Context: an optimization exercise on an open-source flow, tuned for small area, a short achievable clock period and few clock cycles. The choices shown serve that exercise and are no tape-out recipe.
RTL that was checked went through simulation tests only; none was proved equivalent to the original.

before:
## alu_arbiter
module alu_arbiter #(
  parameter int MUL_LAT = 3
) (
  input  logic        clk,
  input  logic        reset,
  input  logic        i_reqA_valid,
  input  logic        i_reqB_valid,
  output logic        o_reqA_ready,
  output logic        o_reqB_ready,
  input  logic [31:0] i_reqA_op1,
  input  logic [31:0] i_reqA_op2,
  input  logic [31:0] i_reqB_op1,
  input  logic [31:0] i_reqB_op2,
  input  logic [3:0]  i_reqA_sel,
  input  logic [3:0]  i_reqB_sel,
  output logic        o_rsp_valid,
  input  logic        i_rsp_ready,
  output logic        o_rsp_id,
  output logic [31:0] o_rsp_data,
  output logic        o_rsp_zflag,
  output logic        o_busy
);
Size: about 2,600 cells after synthesis.
clock: 9.5 ns
lec_check: 0
abc_area: 1
abc_clock_period_in_ps: 4500
cap_margin: 20
core_margin: 2
core_utilization: 40
setup_slack_margin: 5.0
slew_margin: 20
standard.sh (not shown) runs the stock make flow with config.mk's settings and CLKGATE_MAP_FILE= SYNTH_SCRIPT=/design/flow/synth_recipe.tcl, a recipe that flattens the netlist after the stock synthesis.
==> flow/flow/run.sh <==
#!/bin/bash
# Standard ORFS layout with two changes:
#  - after the standard synthesis, fa_flip.py removes inverters around the
#    full-adder cells (a full adder is self-dual, so each one may be used in
#    inverted form); registers, ports and all other cells are unchanged;
#  - the port buffers are buf_1 cells (the resizer may upsize them) instead
#    of the default delay-buffer cell.
set -euo pipefail
R=orfs/results/${FLOW_PLATFORM}/alu_arbiter/base
bash standard.sh synth > log_synth.txt 2>&1
python3 flow/fa_flip.py $R/1_2_yosys.v $R/1_2_yosys.flip.v > log_faflip.txt 2>&1
mv $R/1_2_yosys.flip.v $R/1_2_yosys.v
rm -f $R/1_synth.odb $R/1_synth.sdc
bash standard.sh BUFFER_PORTS_ARGS="-buffer_cell sky130_fd_sc_hd__buf_1" finish > log_layout.txt 2>&1
Other scripts of this flow, unchanged in this note and not shown: flow/flow/fa_flip.py
Testbench counts of before, summed over its fixed seeds: cycles 2,416.
#### Input delta (after over before)
--- a/flow/design.v
+++ b/flow/design.v
@@ -19,34 +19,40 @@
   output logic [31:0] o_rsp_data,
   output logic        o_rsp_zflag,
   output logic        o_busy
 );
   logic        last_b;       
   logic        cap_b, cap_v, other_v, stall, acc_ok, accept;
   logic [31:0] a, b;
   logic [3:0]  sel;
   logic        is_mul, is_add, is_sub, is_and, is_or, is_slt;
   logic [31:0] ax, ay;
   logic [15:0] d_one, d_two, d_neg;
   logic        v1, id1;      
-  logic        pick;         
   logic [31:0] ma;           
   logic [31:0] ay1;          
   logic        cin1;         
   logic [15:0] bo, bt, bn;   
   logic        v2, id2;      
   logic        cin2;
   assign other_v = id1 ? i_reqA_valid : i_reqB_valid;
-  assign cap_b   = v1 ? ~id1 : pick;
-  assign cap_v   = cap_b ? i_reqB_valid : i_reqA_valid;
+  always_comb begin
+    if (v1) begin
+      cap_v = other_v;
+      cap_b = ~id1;
+    end else begin
+      cap_v = i_reqA_valid | i_reqB_valid;
+      cap_b = i_reqB_valid & (~i_reqA_valid | ~last_b);
+    end
+  end
   assign stall        = v2 & ~i_rsp_ready;
   assign acc_ok       = v1 & ~stall & ~reset & ~(other_v & (last_b == id1));
   assign o_reqA_ready = acc_ok & ~id1 & i_reqA_valid;
   assign o_reqB_ready = acc_ok & id1 & i_reqB_valid;
   assign accept       = o_reqA_ready | o_reqB_ready;
   assign o_rsp_valid  = v2;
   assign o_rsp_id     = id2;
   assign o_busy       = v2;
   assign a   = cap_b ? i_reqB_op1 : i_reqA_op1;
   assign b   = cap_b ? i_reqB_op2 : i_reqA_op2;
   assign sel = cap_b ? i_reqB_sel : i_reqA_sel;
   assign is_and = (sel == 4'b0000);
@@ -64,30 +70,28 @@
       b1 = b[2*i+1];
       b0 = b[2*i];
       bm = (i == 0) ? 1'b0 : b[2*i-1];
       d_one[i] = is_mul & (b0 ^ bm);
       d_two[i] = is_mul & ((b1 & ~b0 & ~bm) | (~b1 & b0 & bm));
       d_neg[i] = is_mul & b1;
     end
     d_one[0] = ~is_mul | (b[0]);
   end
   always_ff @(posedge clk or posedge reset) begin
     if (reset) begin
       last_b <= 1'b1;
-      pick   <= 1'b0;
       v1     <= 1'b0;
       v2     <= 1'b0;
     end else begin
       v1 <= cap_v;
-      pick <= v1 ? id1 : ~pick;
       if (accept) last_b <= id1;
       if (!stall) v2 <= accept;
     end
   end
   always_ff @(posedge clk) begin
     id1  <= cap_b;
     ma   <= ax;
     ay1  <= ay;
     cin1 <= is_sub;
     bo   <= d_one;
     bt   <= d_two;
     bn   <= d_neg;
==> comparison <==
Cell count along the critical path: after vs before up 2
after against before: number of global-route vias before repair went down 99; smallest setup slack after layout went down 0.10 ns; highest attainable clock frequency went down 2.1%; arrival time of data at the critical path endpoint went up 0.10 ns.
In the flow results for after and before, the end-of-flow core utilization is larger on after.
For the placed wire-length estimate, after came in 6.9% lower than before did.
after: via count 132 above before
Function not checked in after: the RTL went through the layout flow alone.

separate check: timing with driven ports:
Ports are ideal in the flow. The routed layouts listed here were re-timed in OpenROAD. Step 1, drivers: a clkbuf_16 drives clk and a buf_2 each remaining input, both assumed. Step 2, shift: input delay + t, output delay - t, t = (earliest + latest rising clock arrival at the registers) / 2. This alone moves slack from input paths to output paths. Slacks: no drivers / after step 1 / after step 2; pairs: no drivers / after step 1.
| run | t (ns) | slack for setup (ns) | worst data-port slew with drivers (ns) |
|---|---|---|---|
| before | 0.526 | 4.932 / 4.907 / 4.886 | 0.04 |
| after | 0.518 | 4.832 / 4.790 / 4.752 | 0.05 |
After both steps setup and hold are still met in every run listed. For after, which loses most, drivers alone change the setup slack by -0.042 ns; drivers and shift together by -0.080 ns.
